What follows belongs to an exercise in optimizing a design on an open flow for small area and a short achievable clock period; a production flow would make more cautious choices. Function was not checked in any run shown here: the RTL went through the layout flow alone.

## flow/design.v (module list and top-level ports; edited modules follow where they fit)
// module nn_mac_engine: 1282 lines
// module nn_fa: 10 lines
// module nn_ha: 9 lines
// module nn_hac: 9 lines
// module nn_fa1: 9 lines
// module nn_gate: 9 lines
// module nn_hcc: 9 lines
// module nn_hct: 9 lines
// module nn_gaten: 9 lines
// module nn_invw: 8 lines
// module nn_ppa: 7 lines
// module nn_ppo: 7 lines
// module nn_ppn: 7 lines
module nn_mac_engine #(
  parameter int unsigned DW      = 8,
  parameter int unsigned N_LANES = 4,
  parameter int unsigned ACC_W   = 24,
  parameter int unsigned LEN_W   = 8,
  parameter int unsigned SH_W    = 5
) (
  input  logic                    clk,
  input  logic                    rst,
  input  logic                    start,
  input  logic [LEN_W-1:0]        len,
  input  logic [SH_W-1:0]         shift,
  input  logic                    relu_en,
  input  logic [N_LANES*DW-1:0]   in_a,
  input  logic [N_LANES*DW-1:0]   in_b,
  input  logic                    in_valid,
  output logic                    in_ready,
  output logic [DW-1:0]           out_data,
  output logic                    out_valid,
  input  logic                    out_ready,
  output logic                    busy,
  output logic                    done
);
  // ...
==> flow/flow/run.sh <==
#!/bin/bash
# Layout flow: the standard layout (standard.sh, unchanged synthesis), except that the
# buffers ORFS puts on the ports are the smallest plain buffer, buf_1, instead of the default
# delay-style buffer; the resizer may still size them up where timing needs it.
set -euo pipefail
bash standard.sh BUFFER_PORTS_ARGS="-buffer_cell sky130_fd_sc_hd__buf_1" finish > standard.log 2>&1
==> flow/standard.sh <==
#!/bin/bash
# synth_recipe.tcl (not shown) runs the flow's synth.tcl, then flattens the netlist and writes it again
# the make line also repeats each setting of config.mk as NAME=value (left out here)
make -C /OpenROAD-flow-scripts/flow DESIGN_CONFIG=/design/flow/config.mk WORK_HOME=/design/flow/orfs CLKGATE_MAP_FILE= SYNTH_SCRIPT=/design/flow/synth_recipe.tcl "${@:-finish}"
==> flow/config.mk <==
export PLATFORM = sky130hd
export DESIGN_NAME = nn_mac_engine
export DESIGN_NICKNAME = nn_mac_engine
export VERILOG_FILES = /design/flow/design.v
export SDC_FILE = /design/flow/constraint.sdc
export NUM_CORES = 4
export LEC_CHECK = 0
export ABC_CLOCK_PERIOD_IN_PS = 4000
export CAP_MARGIN = 20
export CORE_MARGIN = 2
export CORE_UTILIZATION = 40
export PLACE_DENSITY = 0.6
export SETUP_SLACK_MARGIN = 3.5
export SLEW_MARGIN = 20
export SYNTH_HIERARCHICAL = 1
==> flow/constraint.sdc <==
create_clock -name core_clock -period 7.5 [get_ports {clk}]
set_input_delay 1.5000 -clock core_clock [delete_from_list [all_inputs] [get_ports {clk}]]
set_output_delay 1.5000 -clock core_clock [all_outputs]
set_load 0.01 [all_outputs]
==> flow_summary.toml, run 1 <==
[yosys]
synth_seq_area_share_pct = 19.36
avgSynthCellArea_um2 = 10.16
ys_top_cells_by_count = "247 x nor2_1, 238 x fa_1, 104 x nand2_1, 90 x inv_1, 86 x dfxtp_1"
ys_ff_latch = 103
synth_simple_gate_area_share_pct = 14.46
synth_top_cell_by_area = "fa_1"
ys_warn_count = 7
synth_fp_nets = 1498
synth-main-ff-cell = "dfxtp_1"

[placed_design]
place_hpwl_um = 25620
globalplace.congestion = 0.9150
place.port_buffers = 94

[sta]
tightest_slew_ps = 788.8
max_freq_ghz = 0.2517
rsz0062_at_grt = "yes"

[cells_and_area]
reg.largest.list = "acc: 25 flops, cnt: 8 flops, sh: 5 flops"
syn2layout_area_growth_pct = 16.38
mostFrequentLayoutCells = "209 x fa_1, 185 x nor2_1, 104 x nand2_1, 84 x dfxtp_1, 61 x buf_1"
largest_class = "multi-input gates"
clock_buffers = 10
largest_reg_flops = 25
diodes = 0
nNonClkInverters = 93
design.seq.count = 103
multi_input_area_share_pct = 68.43

[run_status]
outcome = "complete, no violations"

[critical_path]
worst-path-buf-inv = 3
r2r_cells = 12
worst-path-stages = 9

[detailed_routing]
ant_nets = 0
dr_wl_met2_um = 14580
top_layer_used = "met4"
route.met3.wl_um = 1745

[global_route]
gr-usage-met1_pct = 31.08
grtUsageTotal_pct = 20.70
gr-max-usage-layer = "met2"

[min_path]
hold_path_class = "flop to flop"

[floorplanning]
die_y_um = 173.2

[clock_tree]
cts_sinks = 103
==> run 2, diff against run 1 <==
--- a/flow/design.v
+++ b/flow/design.v
@@ -597,23 +597,23 @@
   nn_fa u_xs11 (.a(pp_0_0_2), .b(pp_0_1_1), .ci(pp_0_2_0), .s(xs11), .co(xc12));
   wire xs13, xc14;
   nn_fa u_xs13 (.a(pp_1_0_2), .b(pp_1_1_1), .ci(pp_1_2_0), .s(xs13), .co(xc14));
   wire xs15, xc16;
   nn_fa u_xs15 (.a(pp_2_0_2), .b(pp_2_1_1), .ci(pp_2_2_0), .s(xs15), .co(xc16));
   wire xs17, xc18;
   nn_fa u_xs17 (.a(pp_3_0_2), .b(pp_3_1_1), .ci(pp_3_2_0), .s(xs17), .co(xc18));
   wire xs19, xc20;
-  nn_fa u_xs19 (.a(xc4), .b(xc6), .ci(xs11), .s(xs19), .co(xc20));
+  nn_ha u_xs19 (.a(xc4), .b(xc6), .s(xs19), .co(xc20));
   wire xs21, xc22;
-  nn_ha u_xs21 (.a(xs13), .b(xs15), .s(xs21), .co(xc22));
+  nn_fa u_xs21 (.a(xs11), .b(xs13), .ci(xs15), .s(xs21), .co(xc22));
   wire xs23, xc24;
-  nn_fa u_xs23 (.a(xs17), .b(xc8), .ci(xc10), .s(xs23), .co(xc24));
+  nn_fa u_xs23 (.a(xs17), .b(xs19), .ci(xc8), .s(xs23), .co(xc24));
   wire xs25, xc26;
-  nn_ha u_xs25 (.a(xs21), .b(xs19), .s(xs25), .co(xc26));
+  nn_ha u_xs25 (.a(xc10), .b(xs21), .s(xs25), .co(xc26));
   wire xs27, xc28;
   nn_fa u_xs27 (.a(pp_0_0_3), .b(pp_0_1_2), .ci(pp_0_2_1), .s(xs27), .co(xc28));
   wire xs29, xc30;
   nn_fa u_xs29 (.a(pp_0_3_0), .b(pp_1_0_3), .ci(pp_1_1_2), .s(xs29), .co(xc30));
   wire xs31, xc32;
   nn_fa u_xs31 (.a(pp_1_2_1), .b(pp_1_3_0), .ci(pp_2_0_3), .s(xs31), .co(xc32));
   wire xs33, xc34;
   nn_fa u_xs33 (.a(pp_2_1_2), .b(pp_2_2_1), .ci(pp_2_3_0), .s(xs33), .co(xc34));
@@ -621,23 +621,23 @@
   nn_fa u_xs35 (.a(pp_3_0_3), .b(pp_3_1_2), .ci(pp_3_2_1), .s(xs35), .co(xc36));
   wire xs37, xc38;
   nn_fa u_xs37 (.a(pp_3_3_0), .b(xc12), .ci(xc14), .s(xs37), .co(xc38));
   wire xs39, xc40;
   nn_fa u_xs39 (.a(xc16), .b(xc18), .ci(xs27), .s(xs39), .co(xc40));
   wire xs41, xc42;
   nn_fa u_xs41 (.a(xs29), .b(xs31), .ci(xs33), .s(xs41), .co(xc42));
   wire xs43, xc44;
-  nn_fa u_xs43 (.a(xs35), .b(xc22), .ci(xc20), .s(xs43), .co(xc44));
+  nn_ha u_xs43 (.a(xs35), .b(xc20), .s(xs43), .co(xc44));
   wire xs45, xc46;
-  nn_ha u_xs45 (.a(xs37), .b(xs39), .s(xs45), .co(xc46));
+  nn_fa u_xs45 (.a(xc22), .b(xs37), .ci(xs39), .s(xs45), .co(xc46));
   wire xs47, xc48;
-  nn_fa u_xs47 (.a(xs41), .b(xc24), .ci(xc26), .s(xs47), .co(xc48));
+  nn_fa u_xs47 (.a(xs41), .b(xs43), .ci(xc24), .s(xs47), .co(xc48));
   wire xs49, xc50;
-  nn_ha u_xs49 (.a(xs45), .b(xs43), .s(xs49), .co(xc50));
+  nn_ha u_xs49 (.a(xc26), .b(xs45), .s(xs49), .co(xc50));
   wire xs51, xc52;
   nn_fa u_xs51 (.a(pp_0_0_4), .b(pp_0_1_3), .ci(pp_0_2_2), .s(xs51), .co(xc52));
   wire xs53, xc54;
   nn_fa u_xs53 (.a(pp_0_3_1), .b(pp_0_4_0), .ci(pp_1_0_4), .s(xs53), .co(xc54));
   wire xs55, xc56;
   nn_fa u_xs55 (.a(pp_1_1_3), .b(pp_1_2_2), .ci(pp_1_3_1), .s(xs55), .co(xc56));
   wire xs57, xc58;
   nn_fa u_xs57 (.a(pp_1_4_0), .b(pp_2_0_4), .ci(pp_2_1_3), .s(xs57), .co(xc58));
@@ -653,23 +653,23 @@
   nn_fa u_xs67 (.a(xc36), .b(xs51), .ci(xs53), .s(xs67), .co(xc68));
   wire xs69, xc70;
   nn_fa u_xs69 (.a(xs55), .b(xs57), .ci(xs59), .s(xs69), .co(xc70));
   wire xs71, xc72;
   nn_fa u_xs71 (.a(xs61), .b(xc38), .ci(xc40), .s(xs71), .co(xc72));
   wire xs73, xc74;
   nn_fa u_xs73 (.a(xc42), .b(xs63), .ci(xs65), .s(xs73), .co(xc74));
   wire xs75, xc76;
-  nn_fa u_xs75 (.a(xs67), .b(xs69), .ci(xc44), .s(xs75), .co(xc76));
+  nn_ha u_xs75 (.a(xc44), .b(xs67), .s(xs75), .co(xc76));
   wire xs77, xc78;
-  nn_ha u_xs77 (.a(xc46), .b(xs71), .s(xs77), .co(xc78));
+  nn_fa u_xs77 (.a(xs69), .b(xs75), .ci(xc46), .s(xs77), .co(xc78));
   wire xs79, xc80;
-  nn_fa u_xs79 (.a(xs73), .b(xc50), .ci(xs77), .s(xs79), .co(xc80));
+  nn_fa u_xs79 (.a(xs71), .b(xs73), .ci(xc48), .s(xs79), .co(xc80));
   wire xs81, xc82;
-  nn_ha u_xs81 (.a(xc48), .b(xs75), .s(xs81), .co(xc82));
+  nn_ha u_xs81 (.a(xc50), .b(xs77), .s(xs81), .co(xc82));
   wire xs83, xc84;
   nn_fa u_xs83 (.a(pp_0_0_5), .b(pp_0_1_4), .ci(pp_0_2_3), .s(xs83), .co(xc84));
   wire xs85, xc86;
   nn_fa u_xs85 (.a(pp_0_3_2), .b(pp_0_4_1), .ci(pp_0_5_0), .s(xs85), .co(xc86));
   wire xs87, xc88;
   nn_fa u_xs87 (.a(pp_1_0_5), .b(pp_1_1_4), .ci(pp_1_2_3), .s(xs87), .co(xc88));
   wire xs89, xc90;
   nn_fa u_xs89 (.a(pp_1_3_2), .b(pp_1_4_1), .ci(pp_1_5_0), .s(xs89), .co(xc90));
@@ -693,19 +693,19 @@
   nn_fa u_xs107 (.a(xs95), .b(xs97), .ci(xc64), .s(xs107), .co(xc108));
   wire xs109, xc110;
   nn_fa u_xs109 (.a(xc66), .b(xc68), .ci(xc70), .s(xs109), .co(xc110));
   wire xs111, xc112;
   nn_fa u_xs111 (.a(xs99), .b(xs101), .ci(xs103), .s(xs111), .co(xc112));
   wire xs113, xc114;
   nn_fa u_xs113 (.a(xs105), .b(xc72), .ci(xc74), .s(xs113), .co(xc114));
   wire xs115, xc116;
-  nn_fa u_xs115 (.a(xs107), .b(xs109), .ci(xs111), .s(xs115), .co(xc116));
+  nn_ha u_xs115 (.a(xc76), .b(xs107), .s(xs115), .co(xc116));
   wire xs117, xc118;
-  nn_ha u_xs117 (.a(xc78), .b(xc76), .s(xs117), .co(xc118));
+  nn_fa u_xs117 (.a(xs109), .b(xs111), .ci(xs115), .s(xs117), .co(xc118));
   wire xs119, xc120;
   nn_fa u_xs119 (.a(pp_0_0_6), .b(pp_0_1_5), .ci(pp_0_2_4), .s(xs119), .co(xc120));
   wire xs121, xc122;
   nn_fa u_xs121 (.a(pp_0_3_3), .b(pp_0_4_2), .ci(pp_0_5_1), .s(xs121), .co(xc122));
   wire xs123, xc124;
   nn_fa u_xs123 (.a(pp_0_6_0), .b(pp_1_0_6), .ci(pp_1_1_5), .s(xs123), .co(xc124));
   wire xs125, xc126;
   nn_fa u_xs125 (.a(pp_1_2_4), .b(pp_1_3_3), .ci(pp_1_4_2), .s(xs125), .co(xc126));
@@ -735,19 +735,19 @@
   nn_fa u_xs149 (.a(xc100), .b(xc102), .ci(xc104), .s(xs149), .co(xc150));
   wire xs151, xc152;
   nn_fa u_xs151 (.a(xc106), .b(xs137), .ci(xs139), .s(xs151), .co(xc152));
   wire xs153, xc154;
   nn_fa u_xs153 (.a(xs141), .b(xs143), .ci(xs145), .s(xs153), .co(xc154));
   wire xs155, xc156;
   nn_fa u_xs155 (.a(xs147), .b(xc108), .ci(xc110), .s(xs155), .co(xc156));
   wire xs157, xc158;
-  nn_fa u_xs157 (.a(xc112), .b(xs149), .ci(xs151), .s(xs157), .co(xc158));
+  nn_ha u_xs157 (.a(xc112), .b(xs149), .s(xs157), .co(xc158));
   wire xs159, xc160;
-  nn_ha u_xs159 (.a(xs153), .b(xc114), .s(xs159), .co(xc160));
+  nn_fa u_xs159 (.a(xs151), .b(xs153), .ci(xc116), .s(xs159), .co(xc160));
   wire xs161, xc162;
   nn_fa u_xs161 (.a(pp_0_0_7), .b(pp_0_1_6), .ci(pp_0_2_5), .s(xs161), .co(xc162));
   wire xs163, xc164;
   nn_fa u_xs163 (.a(pp_0_3_4), .b(pp_0_4_3), .ci(pp_0_5_2), .s(xs163), .co(xc164));
   wire xs165, xc166;
   nn_fa u_xs165 (.a(pp_0_6_1), .b(pp_0_7_0), .ci(pp_1_0_7), .s(xs165), .co(xc166));
   wire xs167, xc168;
   nn_fa u_xs167 (.a(pp_1_1_6), .b(pp_1_2_5), .ci(pp_1_3_4), .s(xs167), .co(xc168));
@@ -785,17 +785,17 @@
   nn_fa u_xs199 (.a(xs181), .b(xs183), .ci(xs185), .s(xs199), .co(xc200));
   wire xs201, xc202;
   nn_fa u_xs201 (.a(xs187), .b(xs189), .ci(xs191), .s(xs201), .co(xc202));
   wire xs203, xc204;
   nn_fa u_xs203 (.a(xs193), .b(xc150), .ci(xc152), .s(xs203), .co(xc204));
   wire xs205, xc206;
   nn_fa u_xs205 (.a(xs195), .b(xc154), .ci(xs197), .s(xs205), .co(xc206));
   wire xs207, xc208;
-  nn_fa u_xs207 (.a(xs199), .b(xs201), .ci(xc156), .s(xs207), .co(xc208));
+  nn_fa u_xs207 (.a(xs199), .b(xs201), .ci(xc158), .s(xs207), .co(xc208));
   wire xs209, xc210;
   nn_fa u_xs209 (.a(pp_0_1_7), .b(pp_0_2_6), .ci(pp_0_3_5), .s(xs209), .co(xc210));
   wire xs211, xc212;
   nn_fa u_xs211 (.a(pp_0_4_4), .b(pp_0_5_3), .ci(pp_0_6_2), .s(xs211), .co(xc212));
   wire xs213, xc214;
   nn_fa u_xs213 (.a(pp_0_7_1), .b(pp_1_1_7), .ci(pp_1_2_6), .s(xs213), .co(xc214));
   wire xs215, xc216;
   nn_fa u_xs215 (.a(pp_1_3_5), .b(pp_1_4_4), .ci(pp_1_5_3), .s(xs215), .co(xc216));
@@ -831,19 +831,19 @@
   nn_fa u_xs245 (.a(xs227), .b(xs229), .ci(xs231), .s(xs245), .co(xc246));
   wire xs247, xc248;
   nn_fa u_xs247 (.a(xs233), .b(xs235), .ci(xs237), .s(xs247), .co(xc248));
   wire xs249, xc250;
   nn_fa u_xs249 (.a(xc196), .b(xc198), .ci(xc200), .s(xs249), .co(xc250));
   wire xs251, xc252;
   nn_fa u_xs251 (.a(xs239), .b(xc202), .ci(xs241), .s(xs251), .co(xc252));
   wire xs253, xc254;
-  nn_fa u_xs253 (.a(xs243), .b(xs245), .ci(xs247), .s(xs253), .co(xc254));
+  nn_ha u_xs253 (.a(xs243), .b(xs245), .s(xs253), .co(xc254));
   wire xs255, xc256;
-  nn_ha u_xs255 (.a(xc204), .b(xc206), .s(xs255), .co(xc256));
+  nn_fa u_xs255 (.a(xs247), .b(xs253), .ci(xc204), .s(xs255), .co(xc256));
   wire xs257, xc258;
   nn_fa u_xs257 (.a(pp_0_2_7), .b(pp_0_3_6), .ci(pp_0_4_5), .s(xs257), .co(xc258));
   wire xs259, xc260;
   nn_fa u_xs259 (.a(pp_0_5_4), .b(pp_0_6_3), .ci(pp_0_7_2), .s(xs259), .co(xc260));
   wire xs261, xc262;
   nn_fa u_xs261 (.a(pp_1_2_7), .b(pp_1_3_6), .ci(pp_1_4_5), .s(xs261), .co(xc262));
   wire xs263, xc264;
   nn_fa u_xs263 (.a(pp_1_5_4), .b(pp_1_6_3), .ci(pp_1_7_2), .s(xs263), .co(xc264));
@@ -875,248 +875,246 @@
   nn_fa u_xs289 (.a(xs275), .b(xs277), .ci(xs279), .s(xs289), .co(xc290));
   wire xs291, xc292;
   nn_fa u_xs291 (.a(xs281), .b(xc240), .ci(xc242), .s(xs291), .co(xc292));
   wire xs293, xc294;
   nn_fa u_xs293 (.a(xc244), .b(xc246), .ci(xs283), .s(xs293), .co(xc294));
   wire xs295, xc296;
   nn_fa u_xs295 (.a(xc248), .b(xs285), .ci(xs287), .s(xs295), .co(xc296));
   wire xs297, xc298;
-  nn_fa u_xs297 (.a(xs289), .b(xc250), .ci(xc252), .s(xs297), .co(xc298));
+  nn_ha u_xs297 (.a(xs289), .b(xc254), .s(xs297), .co(xc298));
   wire xs299, xc300;
-  nn_ha u_xs299 (.a(xs291), .b(xs293), .s(xs299), .co(xc300));
+  nn_fa u_xs299 (.a(pp_0_3_7), .b(pp_0_4_6), .ci(pp_0_5_5), .s(xs299), .co(xc300));
   wire xs301, xc302;
-  nn_fa u_xs301 (.a(pp_0_3_7), .b(pp_0_4_6), .ci(pp_0_5_5), .s(xs301), .co(xc302));
+  nn_fa u_xs301 (.a(pp_0_6_4), .b(pp_0_7_3), .ci(pp_1_3_7), .s(xs301), .co(xc302));
   wire xs303, xc304;
-  nn_fa u_xs303 (.a(pp_0_6_4), .b(pp_0_7_3), .ci(pp_1_3_7), .s(xs303), .co(xc304));
+  nn_fa u_xs303 (.a(pp_1_4_6), .b(pp_1_5_5), .ci(pp_1_6_4), .s(xs303), .co(xc304));
   wire xs305, xc306;
-  nn_fa u_xs305 (.a(pp_1_4_6), .b(pp_1_5_5), .ci(pp_1_6_4), .s(xs305), .co(xc306));
+  nn_fa u_xs305 (.a(pp_1_7_3), .b(pp_2_3_7), .ci(pp_2_4_6), .s(xs305), .co(xc306));
   wire xs307, xc308;
-  nn_fa u_xs307 (.a(pp_1_7_3), .b(pp_2_3_7), .ci(pp_2_4_6), .s(xs307), .co(xc308));
+  nn_fa u_xs307 (.a(pp_2_5_5), .b(pp_2_6_4), .ci(pp_2_7_3), .s(xs307), .co(xc308));
   wire xs309, xc310;
-  nn_fa u_xs309 (.a(pp_2_5_5), .b(pp_2_6_4), .ci(pp_2_7_3), .s(xs309), .co(xc310));
+  nn_fa u_xs309 (.a(pp_3_3_7), .b(pp_3_4_6), .ci(pp_3_5_5), .s(xs309), .co(xc310));
   wire xs311, xc312;
-  nn_fa u_xs311 (.a(pp_3_3_7), .b(pp_3_4_6), .ci(pp_3_5_5), .s(xs311), .co(xc312));
+  nn_fa u_xs311 (.a(pp_3_6_4), .b(pp_3_7_3), .ci(xc258), .s(xs311), .co(xc312));
   wire xs313, xc314;
-  nn_fa u_xs313 (.a(pp_3_6_4), .b(pp_3_7_3), .ci(xc258), .s(xs313), .co(xc314));
+  nn_fa u_xs313 (.a(xc260), .b(xc262), .ci(xc264), .s(xs313), .co(xc314));
   wire xs315, xc316;
-  nn_fa u_xs315 (.a(xc260), .b(xc262), .ci(xc264), .s(xs315), .co(xc316));
+  nn_fa u_xs315 (.a(xc266), .b(xc268), .ci(xc270), .s(xs315), .co(xc316));
   wire xs317, xc318;
-  nn_fa u_xs317 (.a(xc266), .b(xc268), .ci(xc270), .s(xs317), .co(xc318));
+  nn_fa u_xs317 (.a(xc272), .b(xs299), .ci(xs301), .s(xs317), .co(xc318));
   wire xs319, xc320;
-  nn_fa u_xs319 (.a(xc272), .b(xs301), .ci(xs303), .s(xs319), .co(xc320));
+  nn_fa u_xs319 (.a(xs303), .b(xs305), .ci(xs307), .s(xs319), .co(xc320));
   wire xs321, xc322;
-  nn_fa u_xs321 (.a(xs305), .b(xs307), .ci(xs309), .s(xs321), .co(xc322));
+  nn_fa u_xs321 (.a(xs309), .b(xc274), .ci(xc276), .s(xs321), .co(xc322));
   wire xs323, xc324;
-  nn_fa u_xs323 (.a(xs311), .b(xc274), .ci(xc276), .s(xs323), .co(xc324));
+  nn_fa u_xs323 (.a(xc278), .b(xc280), .ci(xc282), .s(xs323), .co(xc324));
   wire xs325, xc326;
-  nn_fa u_xs325 (.a(xc278), .b(xc280), .ci(xc282), .s(xs325), .co(xc326));
+  nn_fa u_xs325 (.a(xs311), .b(xs313), .ci(xs315), .s(xs325), .co(xc326));
   wire xs327, xc328;
-  nn_fa u_xs327 (.a(xs313), .b(xs315), .ci(xs317), .s(xs327), .co(xc328));
+  nn_fa u_xs327 (.a(xs317), .b(xs319), .ci(xc284), .s(xs327), .co(xc328));
   wire xs329, xc330;
-  nn_fa u_xs329 (.a(xs319), .b(xs321), .ci(xc284), .s(xs329), .co(xc330));
+  nn_fa u_xs329 (.a(xc286), .b(xc288), .ci(xs321), .s(xs329), .co(xc330));
   wire xs331, xc332;
-  nn_fa u_xs331 (.a(xc286), .b(xc288), .ci(xs323), .s(xs331), .co(xc332));
+  nn_fa u_xs331 (.a(xc290), .b(xs323), .ci(xs325), .s(xs331), .co(xc332));
   wire xs333, xc334;
-  nn_fa u_xs333 (.a(xc290), .b(xs325), .ci(xs327), .s(xs333), .co(xc334));
+  nn_fa u_xs333 (.a(xc292), .b(xc294), .ci(xs327), .s(xs333), .co(xc334));
   wire xs335, xc336;
-  nn_fa u_xs335 (.a(xc292), .b(xc294), .ci(xs329), .s(xs335), .co(xc336));
+  nn_fa u_xs335 (.a(pp_0_4_7), .b(pp_0_5_6), .ci(pp_0_6_5), .s(xs335), .co(xc336));
   wire xs337, xc338;
-  nn_ha u_xs337 (.a(xc296), .b(xs331), .s(xs337), .co(xc338));
+  nn_fa u_xs337 (.a(pp_0_7_4), .b(pp_1_4_7), .ci(pp_1_5_6), .s(xs337), .co(xc338));
   wire xs339, xc340;
-  nn_fa u_xs339 (.a(pp_0_4_7), .b(pp_0_5_6), .ci(pp_0_6_5), .s(xs339), .co(xc340));
+  nn_fa u_xs339 (.a(pp_1_6_5), .b(pp_1_7_4), .ci(pp_2_4_7), .s(xs339), .co(xc340));
   wire xs341, xc342;
-  nn_fa u_xs341 (.a(pp_0_7_4), .b(pp_1_4_7), .ci(pp_1_5_6), .s(xs341), .co(xc342));
+  nn_fa u_xs341 (.a(pp_2_5_6), .b(pp_2_6_5), .ci(pp_2_7_4), .s(xs341), .co(xc342));
   wire xs343, xc344;
-  nn_fa u_xs343 (.a(pp_1_6_5), .b(pp_1_7_4), .ci(pp_2_4_7), .s(xs343), .co(xc344));
+  nn_fa u_xs343 (.a(pp_3_4_7), .b(pp_3_5_6), .ci(pp_3_6_5), .s(xs343), .co(xc344));
   wire xs345, xc346;
-  nn_fa u_xs345 (.a(pp_2_5_6), .b(pp_2_6_5), .ci(pp_2_7_4), .s(xs345), .co(xc346));
+  nn_fa u_xs345 (.a(pp_3_7_4), .b(xc300), .ci(xc302), .s(xs345), .co(xc346));
   wire xs347, xc348;
-  nn_fa u_xs347 (.a(pp_3_4_7), .b(pp_3_5_6), .ci(pp_3_6_5), .s(xs347), .co(xc348));
+  nn_fa u_xs347 (.a(xc304), .b(xc306), .ci(xc308), .s(xs347), .co(xc348));
   wire xs349, xc350;
-  nn_fa u_xs349 (.a(pp_3_7_4), .b(xc302), .ci(xc304), .s(xs349), .co(xc350));
+  nn_fa u_xs349 (.a(xc310), .b(xs335), .ci(xs337), .s(xs349), .co(xc350));
   wire xs351, xc352;
-  nn_fa u_xs351 (.a(xc306), .b(xc308), .ci(xc310), .s(xs351), .co(xc352));
+  nn_fa u_xs351 (.a(xs339), .b(xs341), .ci(xs343), .s(xs351), .co(xc352));
   wire xs353, xc354;
-  nn_fa u_xs353 (.a(xc312), .b(xs339), .ci(xs341), .s(xs353), .co(xc354));
+  nn_fa u_xs353 (.a(xc312), .b(xc314), .ci(xc316), .s(xs353), .co(xc354));
   wire xs355, xc356;
-  nn_fa u_xs355 (.a(xs343), .b(xs345), .ci(xs347), .s(xs355), .co(xc356));
+  nn_fa u_xs355 (.a(xc318), .b(xc320), .ci(xs345), .s(xs355), .co(xc356));
   wire xs357, xc358;
-  nn_fa u_xs357 (.a(xc314), .b(xc316), .ci(xc318), .s(xs357), .co(xc358));
+  nn_fa u_xs357 (.a(xs347), .b(xs349), .ci(xs351), .s(xs357), .co(xc358));
   wire xs359, xc360;
-  nn_fa u_xs359 (.a(xc320), .b(xc322), .ci(xs349), .s(xs359), .co(xc360));
+  nn_fa u_xs359 (.a(xc322), .b(xc324), .ci(xc326), .s(xs359), .co(xc360));
   wire xs361, xc362;
-  nn_fa u_xs361 (.a(xs351), .b(xs353), .ci(xs355), .s(xs361), .co(xc362));
+  nn_ha u_xs361 (.a(xs353), .b(xs355), .s(xs361), .co(xc362));
   wire xs363, xc364;
-  nn_fa u_xs363 (.a(xc324), .b(xc326), .ci(xc328), .s(xs363), .co(xc364));
+  nn_fa u_xs363 (.a(xs357), .b(xc328), .ci(xs361), .s(xs363), .co(xc364));
   wire xs365, xc366;
-  nn_fa u_xs365 (.a(xs357), .b(xs359), .ci(xs361), .s(xs365), .co(xc366));
+  nn_fa u_xs365 (.a(pp_0_5_7), .b(pp_0_6_6), .ci(pp_0_7_5), .s(xs365), .co(xc366));
   wire xs367, xc368;
-  nn_fa u_xs367 (.a(xc330), .b(xc332), .ci(xc334), .s(xs367), .co(xc368));
+  nn_fa u_xs367 (.a(pp_1_5_7), .b(pp_1_6_6), .ci(pp_1_7_5), .s(xs367), .co(xc368));
   wire xs369, xc370;
-  nn_fa u_xs369 (.a(pp_0_5_7), .b(pp_0_6_6), .ci(pp_0_7_5), .s(xs369), .co(xc370));
+  nn_fa u_xs369 (.a(pp_2_5_7), .b(pp_2_6_6), .ci(pp_2_7_5), .s(xs369), .co(xc370));
   wire xs371, xc372;
-  nn_fa u_xs371 (.a(pp_1_5_7), .b(pp_1_6_6), .ci(pp_1_7_5), .s(xs371), .co(xc372));
+  nn_fa u_xs371 (.a(pp_3_5_7), .b(pp_3_6_6), .ci(pp_3_7_5), .s(xs371), .co(xc372));
   wire xs373, xc374;
-  nn_fa u_xs373 (.a(pp_2_5_7), .b(pp_2_6_6), .ci(pp_2_7_5), .s(xs373), .co(xc374));
+  nn_fa u_xs373 (.a(xc336), .b(xc338), .ci(xc340), .s(xs373), .co(xc374));
   wire xs375, xc376;
-  nn_fa u_xs375 (.a(pp_3_5_7), .b(pp_3_6_6), .ci(pp_3_7_5), .s(xs375), .co(xc376));
+  nn_fa u_xs375 (.a(xc342), .b(xc344), .ci(xs365), .s(xs375), .co(xc376));
   wire xs377, xc378;
-  nn_fa u_xs377 (.a(xc340), .b(xc342), .ci(xc344), .s(xs377), .co(xc378));
+  nn_fa u_xs377 (.a(xs367), .b(xs369), .ci(xs371), .s(xs377), .co(xc378));
   wire xs379, xc380;
-  nn_fa u_xs379 (.a(xc346), .b(xc348), .ci(xs369), .s(xs379), .co(xc380));
+  nn_fa u_xs379 (.a(xc346), .b(xc348), .ci(xc350), .s(xs379), .co(xc380));
   wire xs381, xc382;
-  nn_fa u_xs381 (.a(xs371), .b(xs373), .ci(xs375), .s(xs381), .co(xc382));
+  nn_fa u_xs381 (.a(xc352), .b(xs373), .ci(xs375), .s(xs381), .co(xc382));
   wire xs383, xc384;
-  nn_fa u_xs383 (.a(xc350), .b(xc352), .ci(xc354), .s(xs383), .co(xc384));
+  nn_fa u_xs383 (.a(xs377), .b(xc354), .ci(xc356), .s(xs383), .co(xc384));
   wire xs385, xc386;
-  nn_fa u_xs385 (.a(xc356), .b(xs377), .ci(xs379), .s(xs385), .co(xc386));
+  nn_fa u_xs385 (.a(xc358), .b(xs379), .ci(xs381), .s(xs385), .co(xc386));
   wire xs387, xc388;
-  nn_fa u_xs387 (.a(xs381), .b(xc358), .ci(xc360), .s(xs387), .co(xc388));
+  nn_fa u_xs387 (.a(pp_0_6_7), .b(pp_0_7_6), .ci(pp_1_6_7), .s(xs387), .co(xc388));
   wire xs389, xc390;
-  nn_fa u_xs389 (.a(xc362), .b(xs383), .ci(xs385), .s(xs389), .co(xc390));
+  nn_fa u_xs389 (.a(pp_1_7_6), .b(pp_2_6_7), .ci(pp_2_7_6), .s(xs389), .co(xc390));
   wire xs391, xc392;
-  nn_fa u_xs391 (.a(pp_0_6_7), .b(pp_0_7_6), .ci(pp_1_6_7), .s(xs391), .co(xc392));
+  nn_fa u_xs391 (.a(pp_3_6_7), .b(pp_3_7_6), .ci(xc366), .s(xs391), .co(xc392));
   wire xs393, xc394;
-  nn_fa u_xs393 (.a(pp_1_7_6), .b(pp_2_6_7), .ci(pp_2_7_6), .s(xs393), .co(xc394));
+  nn_fa u_xs393 (.a(xc368), .b(xc370), .ci(xc372), .s(xs393), .co(xc394));
   wire xs395, xc396;
-  nn_fa u_xs395 (.a(pp_3_6_7), .b(pp_3_7_6), .ci(xc370), .s(xs395), .co(xc396));
+  nn_fa u_xs395 (.a(xs387), .b(xs389), .ci(xc374), .s(xs395), .co(xc396));
   wire xs397, xc398;
-  nn_fa u_xs397 (.a(xc372), .b(xc374), .ci(xc376), .s(xs397), .co(xc398));
+  nn_fa u_xs397 (.a(xc376), .b(xc378), .ci(xs391), .s(xs397), .co(xc398));
   wire xs399, xc400;
-  nn_fa u_xs399 (.a(xs391), .b(xs393), .ci(xc378), .s(xs399), .co(xc400));
+  nn_fa u_xs399 (.a(xs393), .b(xc380), .ci(xs395), .s(xs399), .co(xc400));
   wire xs401, xc402;
-  nn_fa u_xs401 (.a(xc380), .b(xc382), .ci(xs395), .s(xs401), .co(xc402));
+  nn_fa u_xs401 (.a(xc382), .b(xs397), .ci(xc384), .s(xs401), .co(xc402));
   wire xs403, xc404;
-  nn_fa u_xs403 (.a(xs397), .b(xc384), .ci(xs399), .s(xs403), .co(xc404));
+  nn_ha u_xs403 (.a(xs399), .b(xc386), .s(xs403), .co(xc404));
   wire xs405, xc406;
-  nn_fa u_xs405 (.a(xc386), .b(xs401), .ci(xc388), .s(xs405), .co(xc406));
+  nn_fa u_xs405 (.a(pp_0_7_7), .b(pp_1_7_7), .ci(pp_2_7_7), .s(xs405), .co(xc406));
   wire xs407, xc408;
-  nn_ha u_xs407 (.a(xs403), .b(xc390), .s(xs407), .co(xc408));
+  nn_fa u_xs407 (.a(pp_3_7_7), .b(xc388), .ci(xc390), .s(xs407), .co(xc408));
   wire xs409, xc410;
-  nn_fa u_xs409 (.a(pp_0_7_7), .b(pp_1_7_7), .ci(pp_2_7_7), .s(xs409), .co(xc410));
+  nn_fa u_xs409 (.a(xs405), .b(xc392), .ci(xc394), .s(xs409), .co(xc410));
   wire xs411, xc412;
-  nn_fa u_xs411 (.a(pp_3_7_7), .b(xc392), .ci(xc394), .s(xs411), .co(xc412));
+  nn_fa u_xs411 (.a(xs407), .b(xc396), .ci(xc398), .s(xs411), .co(xc412));
   wire xs413, xc414;
-  nn_fa u_xs413 (.a(xs409), .b(xc396), .ci(xc398), .s(xs413), .co(xc414));
-  wire xs415, xc416;
-  nn_fa u_xs415 (.a(xs411), .b(xc400), .ci(xc402), .s(xs415), .co(xc416));
-  wire xs417, xc418;
-  nn_fa u_xs417 (.a(xc410), .b(xc412), .ci(xc414), .s(xs417), .co(xc418));
+  nn_fa u_xs413 (.a(xc406), .b(xc408), .ci(xc410), .s(xs413), .co(xc414));
+  wire ys415, yc416;
+  nn_ha u_ys415 (.a(q0), .b(q1), .s(ys415), .co(yc416));
+  wire ys417, yc418;
+  nn_fa u_ys417 (.a(q2), .b(q3), .ci(acc_fb[1]), .s(ys417), .co(yc418));
   wire ys419, yc420;
-  nn_ha u_ys419 (.a(q0), .b(q1), .s(ys419), .co(yc420));
+  nn_fa u_ys419 (.a(q4), .b(q5), .ci(acc_fb[2]), .s(ys419), .co(yc420));
   wire ys421, yc422;
-  nn_fa u_ys421 (.a(q2), .b(q3), .ci(acc_fb[1]), .s(ys421), .co(yc422));
+  nn_fa u_ys421 (.a(q6), .b(q7), .ci(acc_fb[3]), .s(ys421), .co(yc422));
   wire ys423, yc424;
-  nn_fa u_ys423 (.a(q4), .b(q5), .ci(acc_fb[2]), .s(ys423), .co(yc424));
+  nn_fa u_ys423 (.a(q8), .b(q9), .ci(acc_fb[4]), .s(ys423), .co(yc424));
   wire ys425, yc426;
-  nn_fa u_ys425 (.a(q6), .b(q7), .ci(acc_fb[3]), .s(ys425), .co(yc426));
+  nn_fa u_ys425 (.a(q10), .b(q11), .ci(q12), .s(ys425), .co(yc426));
   wire ys427, yc428;
-  nn_fa u_ys427 (.a(q8), .b(q9), .ci(acc_fb[4]), .s(ys427), .co(yc428));
+  nn_fa u_ys427 (.a(q13), .b(q14), .ci(acc_fb[5]), .s(ys427), .co(yc428));
   wire ys429, yc430;
-  nn_fa u_ys429 (.a(q10), .b(q11), .ci(q12), .s(ys429), .co(yc430));
+  nn_ha u_ys429 (.a(yc424), .b(ys425), .s(ys429), .co(yc430));
   wire ys431, yc432;
-  nn_fa u_ys431 (.a(q13), .b(q14), .ci(acc_fb[5]), .s(ys431), .co(yc432));
+  nn_fa u_ys431 (.a(q15), .b(q16), .ci(q17), .s(ys431), .co(yc432));
   wire ys433, yc434;
-  nn_ha u_ys433 (.a(yc428), .b(ys429), .s(ys433), .co(yc434));
+  nn_fa u_ys433 (.a(q18), .b(q19), .ci(acc_fb[6]), .s(ys433), .co(yc434));
   wire ys435, yc436;
-  nn_fa u_ys435 (.a(q15), .b(q16), .ci(q17), .s(ys435), .co(yc436));
+  nn_fa u_ys435 (.a(yc426), .b(yc428), .ci(ys431), .s(ys435), .co(yc436));
   wire ys437, yc438;
-  nn_fa u_ys437 (.a(q18), .b(q19), .ci(acc_fb[6]), .s(ys437), .co(yc438));
+  nn_ha u_ys437 (.a(ys433), .b(yc430), .s(ys437), .co(yc438));
   wire ys439, yc440;
-  nn_fa u_ys439 (.a(yc430), .b(yc432), .ci(ys435), .s(ys439), .co(yc440));
+  nn_fa u_ys439 (.a(q20), .b(q21), .ci(q22), .s(ys439), .co(yc440));
   wire ys441, yc442;
-  nn_ha u_ys441 (.a(ys437), .b(yc434), .s(ys441), .co(yc442));
+  nn_fa u_ys441 (.a(q23), .b(q24), .ci(acc_fb[7]), .s(ys441), .co(yc442));
   wire ys443, yc444;
-  nn_fa u_ys443 (.a(q20), .b(q21), .ci(q22), .s(ys443), .co(yc444));
+  nn_fa u_ys443 (.a(yc432), .b(yc434), .ci(ys439), .s(ys443), .co(yc444));
   wire ys445, yc446;
-  nn_fa u_ys445 (.a(q23), .b(q24), .ci(acc_fb[7]), .s(ys445), .co(yc446));
+  nn_fa u_ys445 (.a(ys441), .b(yc436), .ci(ys443), .s(ys445), .co(yc446));
   wire ys447, yc448;
-  nn_fa u_ys447 (.a(yc436), .b(yc438), .ci(ys443), .s(ys447), .co(yc448));
+  nn_fa u_ys447 (.a(q25), .b(q26), .ci(q27), .s(ys447), .co(yc448));
   wire ys449, yc450;
-  nn_fa u_ys449 (.a(ys445), .b(yc440), .ci(ys447), .s(ys449), .co(yc450));
+  nn_fa u_ys449 (.a(q28), .b(q29), .ci(acc_fb[8]), .s(ys449), .co(yc450));
   wire ys451, yc452;
-  nn_fa u_ys451 (.a(q25), .b(q26), .ci(q27), .s(ys451), .co(yc452));
+  nn_fa u_ys451 (.a(yc440), .b(yc442), .ci(ys447), .s(ys451), .co(yc452));
   wire ys453, yc454;
-  nn_fa u_ys453 (.a(q28), .b(q29), .ci(acc_fb[8]), .s(ys453), .co(yc454));
+  nn_fa u_ys453 (.a(ys449), .b(yc444), .ci(ys451), .s(ys453), .co(yc454));
   wire ys455, yc456;
-  nn_fa u_ys455 (.a(yc444), .b(yc446), .ci(ys451), .s(ys455), .co(yc456));
+  nn_fa u_ys455 (.a(q30), .b(q31), .ci(q32), .s(ys455), .co(yc456));
   wire ys457, yc458;
-  nn_fa u_ys457 (.a(ys453), .b(yc448), .ci(ys455), .s(ys457), .co(yc458));
+  nn_fa u_ys457 (.a(q33), .b(q34), .ci(q35), .s(ys457), .co(yc458));
   wire ys459, yc460;
-  nn_fa u_ys459 (.a(q30), .b(q31), .ci(q32), .s(ys459), .co(yc460));
+  nn_fa u_ys459 (.a(q36), .b(acc_fb[9]), .ci(yc448), .s(ys459), .co(yc460));
   wire ys461, yc462;
-  nn_fa u_ys461 (.a(q33), .b(q34), .ci(acc_fb[9]), .s(ys461), .co(yc462));
+  nn_fa u_ys461 (.a(yc450), .b(ys455), .ci(ys457), .s(ys461), .co(yc462));
   wire ys463, yc464;
-  nn_fa u_ys463 (.a(yc452), .b(yc454), .ci(ys459), .s(ys463), .co(yc464));
+  nn_fa u_ys463 (.a(yc452), .b(ys459), .ci(ys461), .s(ys463), .co(yc464));
   wire ys465, yc466;
-  nn_fa u_ys465 (.a(ys461), .b(yc456), .ci(ys463), .s(ys465), .co(yc466));
+  nn_fa1 u_ys465 (.a(q37), .b(q38), .s(ys465), .co(yc466));
   wire ys467, yc468;
-  nn_fa1 u_ys467 (.a(q35), .b(q36), .s(ys467), .co(yc468));
+  nn_fa u_ys467 (.a(q39), .b(q40), .ci(q41), .s(ys467), .co(yc468));
   wire ys469, yc470;
-  nn_fa u_ys469 (.a(q37), .b(q38), .ci(q39), .s(ys469), .co(yc470));
+  nn_fa u_ys469 (.a(acc_fb[10]), .b(yc456), .ci(yc458), .s(ys469), .co(yc470));
   wire ys471, yc472;
-  nn_fa u_ys471 (.a(acc_fb[10]), .b(yc460), .ci(yc462), .s(ys471), .co(yc472));
+  nn_fa u_ys471 (.a(ys465), .b(ys467), .ci(yc460), .s(ys471), .co(yc472));
   wire ys473, yc474;
-  nn_fa u_ys473 (.a(ys467), .b(ys469), .ci(yc464), .s(ys473), .co(yc474));
+  nn_fa u_ys473 (.a(yc462), .b(ys469), .ci(ys471), .s(ys473), .co(yc474));
   wire ys475, yc476;
-  nn_ha u_ys475 (.a(ys471), .b(yc466), .s(ys475), .co(yc476));
+  nn_fa u_ys475 (.a(q42), .b(q43), .ci(q44), .s(ys475), .co(yc476));
   wire ys477, yc478;
-  nn_fa u_ys477 (.a(q40), .b(q41), .ci(q42), .s(ys477), .co(yc478));
+  nn_fa u_ys477 (.a(q45), .b(q46), .ci(acc_fb[11]), .s(ys477), .co(yc478));
   wire ys479, yc480;
-  nn_fa u_ys479 (.a(q43), .b(q44), .ci(acc_fb[11]), .s(ys479), .co(yc480));
+  nn_fa u_ys479 (.a(yc466), .b(yc468), .ci(ys475), .s(ys479), .co(yc480));
   wire ys481, yc482;
-  nn_fa u_ys481 (.a(yc468), .b(yc470), .ci(ys477), .s(ys481), .co(yc482));
+  nn_fa u_ys481 (.a(ys477), .b(yc470), .ci(ys479), .s(ys481), .co(yc482));
   wire ys483, yc484;
-  nn_fa u_ys483 (.a(ys479), .b(yc472), .ci(ys481), .s(ys483), .co(yc484));
+  nn_ha u_ys483 (.a(yc472), .b(ys481), .s(ys483), .co(yc484));
   wire ys485, yc486;
-  nn_ha u_ys485 (.a(yc474), .b(ys483), .s(ys485), .co(yc486));
+  nn_fa u_ys485 (.a(q47), .b(q48), .ci(q49), .s(ys485), .co(yc486));
   wire ys487, yc488;
-  nn_fa u_ys487 (.a(q45), .b(q46), .ci(q47), .s(ys487), .co(yc488));
+  nn_fa u_ys487 (.a(q50), .b(q51), .ci(acc_fb[12]), .s(ys487), .co(yc488));
   wire ys489, yc490;
-  nn_fa u_ys489 (.a(q48), .b(q49), .ci(acc_fb[12]), .s(ys489), .co(yc490));
+  nn_fa u_ys489 (.a(yc476), .b(yc478), .ci(ys485), .s(ys489), .co(yc490));
   wire ys491, yc492;
-  nn_fa u_ys491 (.a(yc478), .b(yc480), .ci(ys487), .s(ys491), .co(yc492));
+  nn_fa u_ys491 (.a(ys487), .b(yc480), .ci(ys489), .s(ys491), .co(yc492));
   wire ys493, yc494;
-  nn_fa u_ys493 (.a(ys489), .b(yc482), .ci(ys491), .s(ys493), .co(yc494));
+  nn_ha u_ys493 (.a(yc482), .b(ys491), .s(ys493), .co(yc494));
   wire ys495, yc496;
-  nn_ha u_ys495 (.a(yc484), .b(ys493), .s(ys495), .co(yc496));
+  nn_fa u_ys495 (.a(q52), .b(q53), .ci(acc_fb[13]), .s(ys495), .co(yc496));
   wire ys497, yc498;
-  nn_fa u_ys497 (.a(q50), .b(q51), .ci(acc_fb[13]), .s(ys497), .co(yc498));
+  nn_fa u_ys497 (.a(yc486), .b(yc488), .ci(ys495), .s(ys497), .co(yc498));
   wire ys499, yc500;
-  nn_fa u_ys499 (.a(yc488), .b(yc490), .ci(ys497), .s(ys499), .co(yc500));
+  nn_fa u_ys499 (.a(yc490), .b(ys497), .ci(yc492), .s(ys499), .co(yc500));
   wire ys501, yc502;
-  nn_fa u_ys501 (.a(yc492), .b(ys499), .ci(yc494), .s(ys501), .co(yc502));
+  nn_fa u_ys501 (.a(q54), .b(q55), .ci(q56), .s(ys501), .co(yc502));
   wire ys503, yc504;
-  nn_fa u_ys503 (.a(q52), .b(q53), .ci(q54), .s(ys503), .co(yc504));
+  nn_fa u_ys503 (.a(q57), .b(q58), .ci(acc_fb[14]), .s(ys503), .co(yc504));
   wire ys505, yc506;
-  nn_fa u_ys505 (.a(q55), .b(q56), .ci(acc_fb[14]), .s(ys505), .co(yc506));
+  nn_fa u_ys505 (.a(yc496), .b(ys501), .ci(ys503), .s(ys505), .co(yc506));
   wire ys507, yc508;
-  nn_fa u_ys507 (.a(yc498), .b(ys503), .ci(ys505), .s(ys507), .co(yc508));
+  nn_ha u_ys507 (.a(yc498), .b(ys505), .s(ys507), .co(yc508));
   wire ys509, yc510;
-  nn_ha u_ys509 (.a(yc500), .b(ys507), .s(ys509), .co(yc510));
+  nn_fa u_ys509 (.a(q59), .b(q60), .ci(acc_fb[15]), .s(ys509), .co(yc510));
   wire ys511, yc512;
-  nn_fa u_ys511 (.a(q57), .b(q58), .ci(acc_fb[15]), .s(ys511), .co(yc512));
+  nn_fa u_ys511 (.a(yc502), .b(yc504), .ci(ys509), .s(ys511), .co(yc512));
   wire ys513, yc514;
-  nn_fa u_ys513 (.a(yc504), .b(yc506), .ci(ys511), .s(ys513), .co(yc514));
+  nn_ha u_ys513 (.a(yc506), .b(ys511), .s(ys513), .co(yc514));
   wire ys515, yc516;
-  nn_ha u_ys515 (.a(yc508), .b(ys513), .s(ys515), .co(yc516));
+  nn_fa u_ys515 (.a(q61), .b(acc_fb[16]), .ci(yc510), .s(ys515), .co(yc516));
   wire ys517, yc518;
-  nn_fa u_ys517 (.a(q59), .b(acc_fb[16]), .ci(yc512), .s(ys517), .co(yc518));
+  nn_ha u_ys517 (.a(yc512), .b(ys515), .s(ys517), .co(yc518));
   wire ys519, yc520;
-  nn_ha u_ys519 (.a(yc514), .b(ys517), .s(ys519), .co(yc520));
-  wire ys521, yc522;
-  nn_fa1 u_ys521 (.a(acc_fb[17]), .b(yc518), .s(ys521), .co(yc522));
-  wire yi523 = ~acc_fb[18];
-  wire yi524 = ~acc_fb[19];
-  wire yi525 = ~acc_fb[20];
-  wire yi526 = ~acc_fb[21];
-  wire yi527 = ~acc_fb[22];
-  wire yi528 = ~acc_fb[23];
-  wire yi529 = ~acc_fb[24];
+  nn_fa1 u_ys519 (.a(acc_fb[17]), .b(yc516), .s(ys519), .co(yc520));
+  wire yi521 = ~acc_fb[18];
+  wire yi522 = ~acc_fb[19];
+  wire yi523 = ~acc_fb[20];
+  wire yi524 = ~acc_fb[21];
+  wire yi525 = ~acc_fb[22];
+  wire yi526 = ~acc_fb[23];
+  wire yi527 = ~acc_fb[24];
   logic q0;
   logic q1;
   logic q2;
   logic q3;
   logic q4;
   logic q5;
   logic q6;
   logic q7;
@@ -1167,82 +1165,86 @@
   logic q52;
   logic q53;
   logic q54;
   logic q55;
   logic q56;
   logic q57;
   logic q58;
   logic q59;
+  logic q60;
+  logic q61;
   always_ff @(posedge clk) begin
       v <= beat;
       q0 <= pp_3_0_0;
       q1 <= xs1;
       q2 <= xs9;
       q3 <= xs7;
       q4 <= xs23;
       q5 <= xs25;
-      q6 <= xs49;
-      q7 <= xs47;
-      q8 <= xs81;
-      q9 <= xs79;
-      q10 <= xs113;
-      q11 <= xs115;
-      q12 <= xs117;
-      q13 <= xc80;
+      q6 <= xs47;
+      q7 <= xs49;
+      q8 <= xs79;
+      q9 <= xs81;
+      q10 <= xc78;
+      q11 <= xs113;
+      q12 <= xc80;
+      q13 <= xs117;
       q14 <= xc82;
-      q15 <= xs155;
-      q16 <= xc116;
-      q17 <= xs157;
+      q15 <= xs157;
+      q16 <= xc114;
+      q17 <= xs155;
       q18 <= xc118;
       q19 <= xs159;
-      q20 <= xc158;
+      q20 <= xc156;
       q21 <= xs203;
       q22 <= xs205;
       q23 <= xc160;
       q24 <= xs207;
-      q25 <= xs249;
-      q26 <= xs251;
-      q27 <= xs253;
-      q28 <= xs255;
-      q29 <= xc208;
-      q30 <= xc254;
-      q31 <= xs295;
-      q32 <= xc256;
-      q33 <= xs299;
-      q34 <= xs297;
-      q35 <= xs333;
-      q36 <= xc300;
-      q37 <= xs337;
-      q38 <= xc298;
-      q39 <= xs335;
-      q40 <= xs363;
-      q41 <= xs365;
-      q42 <= xc336;
-      q43 <= xc338;
-      q44 <= xs367;
-      q45 <= xc364;
-      q46 <= xs387;
-      q47 <= xc366;
-      q48 <= xs389;
-      q49 <= xc368;
-      q50 <= xs407;
-      q51 <= xs405;
-      q52 <= xs413;
-      q53 <= xc404;
-      q54 <= xs415;
-      q55 <= xc406;
-      q56 <= xc408;
-      q57 <= xc416;
-      q58 <= xs417;
-      q59 <= xc418;
+      q25 <= xc206;
+      q26 <= xs249;
+      q27 <= xs251;
+      q28 <= xc208;
+      q29 <= xs255;
+      q30 <= xc250;
+      q31 <= xc252;
+      q32 <= xs291;
+      q33 <= xs293;
+      q34 <= xs295;
+      q35 <= xs297;
+      q36 <= xc256;
+      q37 <= xc296;
+      q38 <= xs329;
+      q39 <= xs331;
+      q40 <= xc298;
+      q41 <= xs333;
+      q42 <= xc330;
+      q43 <= xc332;
+      q44 <= xs359;
+      q45 <= xc334;
+      q46 <= xs363;
+      q47 <= xc362;
+      q48 <= xc360;
+      q49 <= xs383;
+      q50 <= xs385;
+      q51 <= xc364;
+      q52 <= xs403;
+      q53 <= xs401;
+      q54 <= xs409;
+      q55 <= xc400;
+      q56 <= xs411;
+      q57 <= xc402;
+      q58 <= xc404;
+      q59 <= xc412;
+      q60 <= xs413;
+      q61 <= xc414;
   end
   assign acc_fb = acc;
-  assign row_a = {acc_fb[23], acc_fb[22], acc_fb[21], acc_fb[20], acc_fb[19], acc_fb[18], yi523, yc520, ys519, yc510, ys509, yc496, yc486, yc476, ys473, yc458, yc450, yc442, ys439, ys431, yc426, yc424, yc422, yc420, acc_fb[0]};
-  assign row_b = {yi529, yi528, yi527, yi526, yi525, yi524, yc522, ys521, yc516, ys515, yc502, ys501, ys495, ys485, ys475, ys465, ys457, ys449, ys441, ys433, ys427, ys425, ys423, ys421, ys419};
+  assign row_a = {acc_fb[23], acc_fb[22], acc_fb[21], acc_fb[20], acc_fb[19], acc_fb[18], yi521, yc518, ys517, yc508, ys507, yc494, yc484, yc474, yc464, yc454, yc446, yc438, ys435, ys427, yc422, yc420, yc418, yc416, acc_fb[0]};
+  assign row_b = {yi527, yi526, yi525, yi524, yi523, yi522, yc520, ys519, yc514, ys513, yc500, ys499, ys493, ys483, ys473, ys463, ys453, ys445, ys437, ys429, ys423, ys421, ys419, ys417, ys415};
   always_ff @(posedge clk) begin
     if (!busy)  acc <= '0;
     else if (v) acc <= row_a + row_b;
   end
   logic             sgn;
   logic             ovf_p;         
   logic             ovf_n;         
   logic [NOV-1:0]   thr;           
==> run 2 against run 1 <==
Effect of this change:
- still clean on timing, DRC and antenna
- global-route usage is 0.54 points higher
- non-clock buffer count is the same
- final cell count is 0.43% higher
- critical endpoint is now q29
- highest routed layer unchanged
==> flow_summary.toml, run 2 <==
[run_status]
outcome = "complete, no violations"

[cells_and_area]
syn2layout_area_growth_pct = 14.47
fin_util_pct = 46.15
final_area_um2 = 13140
layout-drive-gt1-share_pct = 16.41
fin_nets = 1620
largest_reg_flops = 25
diodes = 0
mostFrequentLayoutCells = "220 x nor2_1, 220 x fa_1, 104 x nand2_1, 87 x dfxtp_1, 66 x buf_1"
nFillCells = 2717
reg.largest.list = "acc: 25 flops, cnt: 8 flops, sh: 5 flops"
top_register = "acc"

[global_route]
grtUsageTotal_pct = 21.24
grt_max_degree = 30
grt_antenna_before_repair = 0
grt_pass1_vias = 9084
grt_pass1_wl_um = 49630
grt_overflow_total = 0

[sta]
tightest_slew_ps = 1073
period_share_pct = 52.68
slew_headroom_pct = 28.40
maxSlewViolCount = 0
rsz0062_at_grt = "yes"
skew_ps = 7.077
setup_tns_ps = 0
finalHoldViolations = 0
setup_viol = 0
period_needed_ps = 3951
max_freq_ghz = 0.2531

[yosys]
ys_warn_count = 7
synthXorXnorAreaFrac_pct = 1.602
synth_seq_area_share_pct = 19.66
synth_edf_count = 14
synth_fp_nets = 1498
synth-main-ff-cell = "dfxtp_1"
ys_types = 73
synth_top_cell_by_area = "fa_1"
ys_ff_latch = 105
synthMuxAreaShare_pct = 4.273
avgSynthCellArea_um2 = 10.18
async_reset_ff_share_pct = 2.857
ys_top_cells_by_count = "247 x nor2_1, 238 x fa_1, 104 x nand2_1, 90 x inv_1, 88 x dfxtp_1"
post-synth-top-count-cell = "nor2_1"
syn_area_um2 = 11480
synth_top_family_by_area = "adder cells"
synth_simple_gate_area_share_pct = 14.42
synth_adder_area_share_pct = 46.94
netlist.area_leader.share_pct = 41.51
synthTopCellsByArea = "fa_1 42%, dfxtp_1 15%, nor2_1 8.1%"
netlist_instances = 1128
synth_compound_area_share_pct = 8.895

[floorplanning]
die_area_um2 = 30070
die_y_um = 173.4
fp.coreArea_um2 = 28470
initial_core_util_pct = 40.32
die_width_um = 173.4
io_pins = 95
num_rows = 62

[placed_design]
globalplace.congestion = 0.9723
post_dp_cell_area_um2 = 12290
place_hpwl_um = 26430
place.port_buffers = 94

[critical_path]
critPathRequiredTime_ps = 7740
cp-endpoint = "q29"
cp_max_fo = 6
reg2reg_from = "q42"
crit_path_start = "in_b[5]"
path_class = "primary input to flop"
start_kind = "primary input"
worstSetupEndpointType = "flop"
crit-reg2reg-capture = "acc[22]"
reg2reg_setup_slack_ps = 3630
r2r_cells = 12
crit_arrival_ps = 4190

[detailed_routing]
firstDrtPassIters = 7
ant_nets = 0
dr_total_vias = 8613
drt_wl_total_um = 31490
drt-initial-drc-count = 688
routed_via_density = 5.255
drc = 0
wl_per_cell_um = 19.21

[clock_tree]
cts_max_level = 3
cts_tree = "yes"
cts_root_buf = "clkbuf_16"
cts_sinks = 105
clock_latency_ps = 350
cts.path.max_buffers = 2
clk_pin_slew_ps = 70
cts-buffers-inserted = 9

[min_path]
hold_path_class = "flop to flop"

[flow_run]
cap_violations = 0
[run 2: changes by cell type after synthesis]
cell / previous run / this run
dfxtp_1: 86 / 88
ha_1: 50 / 49
[run 2: Yosys stat by module (local to each module, per instance), a selection]
module / times used / area (um2) / flops+latches
nn_mac_engine: 1 / 5215 / 105
nn_ppn: 56 / 3.754 / 0
nn_ppa: 200 / 3.754 / 0
nn_fa1: 2 / 27.53 / 0
nn_fa: 237 / 20.02 / 0
nn_ha: 21 / 12.51 / 0
[run 2: cells by family (layout without fill, tap and decap cells)]
family | after synthesis | in the layout
fa+ha+maj | 288 | 288
xor+xnor | 21 | 21
buf+inv | 116 | 243
mux | 36 | 36
compound gates | 156 | 156
simple gates | 406 | 406
flops | 105 | 105
[run 2: what timing repair did]
action / in CTS / in global routing
pin swaps: 1 / 15
hold buffers: 0 / 0
endpoints found under the setup margin: 14 / 28
setup buffers: 34 / 5
gates resized for setup: 29 / 71
[run 2: layout make-up]
| class | count | area [um2] | area share (%) |
|---|---|---|---|
| inverters | 93 | 429.2 | 3.266 |
| flip-flops and latches | 105 | 2258 | 17.19 |
| multi-input cells | 907 | 8975 | 68.31 |
| well taps | 384 | 480.5 | 3.657 |
| clock inverters | 5 | 42.54 | 0.3238 |
| repair buffers | 134 | 700.7 | 5.333 |
| clock buffers | 11 | 252.7 | 1.924 |
[run 2: how the worst min path moves through the flow]
stage                         start   endpoint  slack, ps  depth (start not counted)
after floorplan             acc[17]    acc[17]        480                          2
after global placement    out_valid  out_valid        530                          2
after detailed placement     acc[0]     acc[0]        530                          2
after CTS                    acc[0]     acc[0]        550                          2
after global routing         acc[0]     acc[0]        580                          2
final                        acc[2]     acc[2]        540                          2
[run 2: through the flow]
step	worst slack, ps	hold slack (ps)	instances
2_1_floorplan	3500	475.4	1128
3_3_place_gp	3062	530.2	1584
3_5_place_dp	3046	532.8	1584
4_1_cts	3492	549.0	1634
5_1_grt	3458	579.2	1639
6_report	3549	537.2	1639
[run 2: metal layers]
| layer | routed length [um] | global-route usage (%) | share of wire [%] |
|---|---|---|---|
| met1 | 14290 | 29.73 | 45 |
| met2 | 14860 | 35.37 | 47 |
| met3 | 1883 | 3.224 | 6.0 |
| met4 | 456 | 4.167 | 1.4 |
| met5 | 0 | 0 | 0 |
[run 2: worst max-delay path: stages]
cell and delay (ps):
buf_1 150, clkinvlp_4 200, buf_4 190, nor2_1 120, fa_1 490, fa_1 500, fa_1 560, fa_1 480

-- afterwards: timing with drivers on the ports --
The results above use ideal ports. As a check the final layouts listed here were re-extracted and re-timed, cells and wires unchanged. Step 1 sets driving cells, clkbuf_16 on the clock port and buf_2 on the other inputs (assumed; they add their load-dependent delay and slew). Step 2, shift: input delay + t, output delay - t, t = (earliest + latest rising clock arrival at the registers) / 2. This alone moves slack from input paths to output paths. a / b / c = no drivers / after step 1 / after step 2; a / b = the first two.
| run | t, ns | setup WS [ns] | worst hold slack (ns) | slew at the worst register clock pin (ns) | cell pins on the clock port's net |
|---|---|---|---|---|---|
| run 1 | 0.391 | 3.526 / 3.539 / 3.148 | 0.551 / 0.551 / 0.551 | 0.08 / 0.08 | 1 |
| run 2 | 0.391 | 3.549 / 3.566 / 3.175 | 0.537 / 0.537 / 0.537 | 0.07 / 0.07 | 1 |
After both steps every run listed still meets setup and hold. For run 1, which loses most, drivers alone change the setup slack by +0.013 ns; drivers and shift together by -0.378 ns.
